Context: an optimization exercise on an open-source flow, tuned for small area, a short achievable clock period and few clock cycles. The choices shown serve that exercise and are no tape-out recipe. Where RTL was checked, it was by simulation tests only, not by an equivalence proof against the original. Power is estimated from default activity; no workload was simulated.

Setup of amber:
==> flow/design.v (excerpt) <==
module calendar_clock_with_keypad_setup_unit (
   input  wire                                clock,
   input  wire                                reset,
   input  wire                                req_tvalid,
   output logic                               req_tready,
   input  wire  [ccks_pkg::REQ_DATA_W-1:0]    req_tdata,   
   input  wire                                req_tuser,   
   output logic                               rsp_tvalid,
   input  wire                                rsp_tready,
   output logic [ccks_pkg::RSP_DATA_W-1:0]    rsp_tdata
);
Size: roughly 1100 cells after synthesis, about 86 flip-flops, about 79 I/O pins.
Settings: LEC_CHECK=0, ABC_AREA=1, CAP_MARGIN=20, CORE_MARGIN=2, CORE_UTILIZATION=65, CTS_BUF_LIST=sky130_fd_sc_hd__clkbuf_8, CTS_CLUSTER_DIAMETER=100, CTS_CLUSTER_SIZE=40, SLEW_MARGIN=20; clock period 14.0 ns.
standard.sh (not shown) runs the stock make flow with config.mk's settings and CLKGATE_MAP_FILE= SYNTH_SCRIPT=/design/flow/synth_recipe.tcl, a recipe that flattens the netlist after the stock synthesis.
==> flow/flow/run.sh <==
#!/bin/bash
# The standard ORFS layout (the standard.sh) with three changes to how
# the layout is made:
#  - adders are left to ABC instead of being mapped to full- and half-adder
#    cells first (ADDER_MAP_FILE empty);
#  - ports are buffered with the smallest buffer cell;
#  - timing repair aims for 9.7 ns of setup slack at the 14 ns clock, so it
#    keeps working on paths the 14 ns constraint alone would leave as they are.
# Registers, their names and cell types are those of the standard synthesis.
# make's output goes to flow_make.log; each ORFS step keeps its own log under
# orfs/logs.
set -euo pipefail
bash standard.sh ADDER_MAP_FILE= \
  "BUFFER_PORTS_ARGS=-buffer_cell sky130_fd_sc_hd__buf_1" \
  SETUP_SLACK_MARGIN=9.7 finish > flow_make.log 2>&1
The final layout from amber, which completed every stage, passed the timing, DRC and antenna checks at the end of the flow.
Testbench counts of amber, summed over its fixed seeds: cycles 40,661.
Input-level comparison between sierra and amber:
# amber
export LEC_CHECK = 0
export ABC_AREA = 1
export CAP_MARGIN = 20
export CORE_MARGIN = 2
export CORE_UTILIZATION = 65
export CTS_BUF_LIST = sky130_fd_sc_hd__clkbuf_8
export CTS_CLUSTER_DIAMETER = 100
export CTS_CLUSTER_SIZE = 40
export SLEW_MARGIN = 20
create_clock -name core_clock -period 14.0 [get_ports {clock}]
# sierra
export LEC_CHECK = 0
export ABC_AREA = 1
export CAP_MARGIN = 20
export CORE_MARGIN = 2
export CORE_UTILIZATION = 40
export SLEW_MARGIN = 20
create_clock -name core_clock -period 14.0 [get_ports {clock}]
==> flow/flow/run.sh <==
#!/bin/bash
# The standard ORFS layout (the standard.sh) with two changes to how the
# layout is made: adders are left to ABC instead of being mapped to full- and
# half-adder cells first, and ports are buffered with the smallest buffer
# cell; timing repair aims for 9.5 ns of setup slack. Registers, their names and cell types are those of the standard
# synthesis. make's output goes to flow_make.log; each ORFS step keeps its own
# log under orfs/logs.
set -euo pipefail
bash standard.sh ADDER_MAP_FILE= "BUFFER_PORTS_ARGS=-buffer_cell sky130_fd_sc_hd__buf_1" SETUP_SLACK_MARGIN=9.5 finish > flow_make.log 2>&1
--- outcome ---
[compare] base=amber new=sierra: total area of multi-input combinational cells decreased by 2.3% relative to the old numbers, time the final worst path needs with I/O delays and setup decreased by 110 ps relative to the old numbers, post-route cell area decreased by 66 sq um relative to the old numbers, synthesis-to-finish area growth decreased by 0.99 points relative to the old numbers, maximum operating frequency increased by 2.5% relative to the old numbers. The global-route usage of sierra is lower than that of amber. Per the comparison of sierra with amber, area of the core went up by about 70%; post-layout total power went up by 0.032 mW.

---

the previous run:
Another version of the RTL of calendar_clock_with_keypad_setup_unit (not shown whole).
Size: about 1,500 cells after synthesis, ~91 flip-flops, ~79 I/O pins.
Settings: LEC_CHECK=0, ABC_AREA=1, CAP_MARGIN=20, CORE_MARGIN=2, CORE_UTILIZATION=40, SLEW_MARGIN=20; clock period 14.0 ns.
==> flow/flow/run.sh <==
#!/bin/bash
# The standard ORFS layout (the standard.sh) with two changes to how the
# layout is made: adders are left to ABC instead of being mapped to full- and
# half-adder cells first, and ports are buffered with the smallest buffer
# cell; timing repair aims for 9.5 ns of setup slack. Registers, their names and cell types are those of the standard
# synthesis. make's output goes to flow_make.log; each ORFS step keeps its own
# log under orfs/logs.
set -euo pipefail
bash standard.sh ADDER_MAP_FILE= "BUFFER_PORTS_ARGS=-buffer_cell sky130_fd_sc_hd__buf_1" SETUP_SLACK_MARGIN=9.5 finish > flow_make.log 2>&1
The previous run completed every stage of the flow, and the final layout passed the timing, DRC and antenna checks.
The inputs of the current run differ from those of the previous run as listed below.
-- flow/flow/run.sh --
<<< the previous run, line 5
# cell; timing repair aims for 9.5 ns of setup slack. Registers, their names and cell types are those of the standard
>>> the current run, line 5
# cell. Registers, their names and cell types are those of the standard
<<< the previous run, line 9
bash standard.sh ADDER_MAP_FILE= "BUFFER_PORTS_ARGS=-buffer_cell sky130_fd_sc_hd__buf_1" SETUP_SLACK_MARGIN=9.5 finish > flow_make.log 2>&1
>>> the current run, line 9
bash standard.sh ADDER_MAP_FILE= "BUFFER_PORTS_ARGS=-buffer_cell sky130_fd_sc_hd__buf_1" finish > flow_make.log 2>&1
==> run notes <==
Of the two candidates, the previous run has the better final period demand of the worst path and the current run the worse one.
Summary — clock network power, the current run relative to the previous run: higher, by about 4%.
Going from the previous run to the current run, filler cell count up 58, clock share of power up 1.9 points, global routing usage on met3 up 0.90 points, largest fanout on the critical path up 1, final wirelength down about 1.8%.
Wire length per cell after detailed routing of the current run is on par with the previous run.
Compared with the previous run, the current run shows global-route wire length before repair that has gone down slightly.
Function was not checked in any run of this note: the RTL went through the layout flow alone.

## what the ideal ports hide
The results above use ideal ports. As a check the final layouts listed here were re-extracted and re-timed, cells and wires unchanged.
Step 1 (the two cells are an assumption about what drives the block):
set clk [get_ports {clock}]
set_driving_cell -lib_cell sky130_fd_sc_hd__clkbuf_16 $clk
set_driving_cell -lib_cell sky130_fd_sc_hd__buf_2 [delete_from_list [all_inputs] $clk]
Step 2, shift: input delay + t, output delay - t, t = (earliest + latest rising clock arrival at the registers) / 2. This alone moves slack from input paths to output paths.
a / b / c = no drivers / after step 1 / after step 2; a / b = the first two.
run	shift t [ns]	setup WS [ns]	worst setup path after step 2	latest minus earliest clock arrival (ns)	cell pins on the clock port's net
amber	0.410	9.555 / 9.555 / 9.381	input to register	0.014 / 0.014	1
sierra	0.398	9.663 / 9.663 / 9.292	input to register	0.013 / 0.014	1
the previous run	0.401	9.696 / 9.720 / 9.319	input to register	0.008 / 0.008	1
the current run	0.402	8.729 / 8.754 / 8.352	input to register	0.014 / 0.014	1
After both steps setup and hold are still met in every run listed.
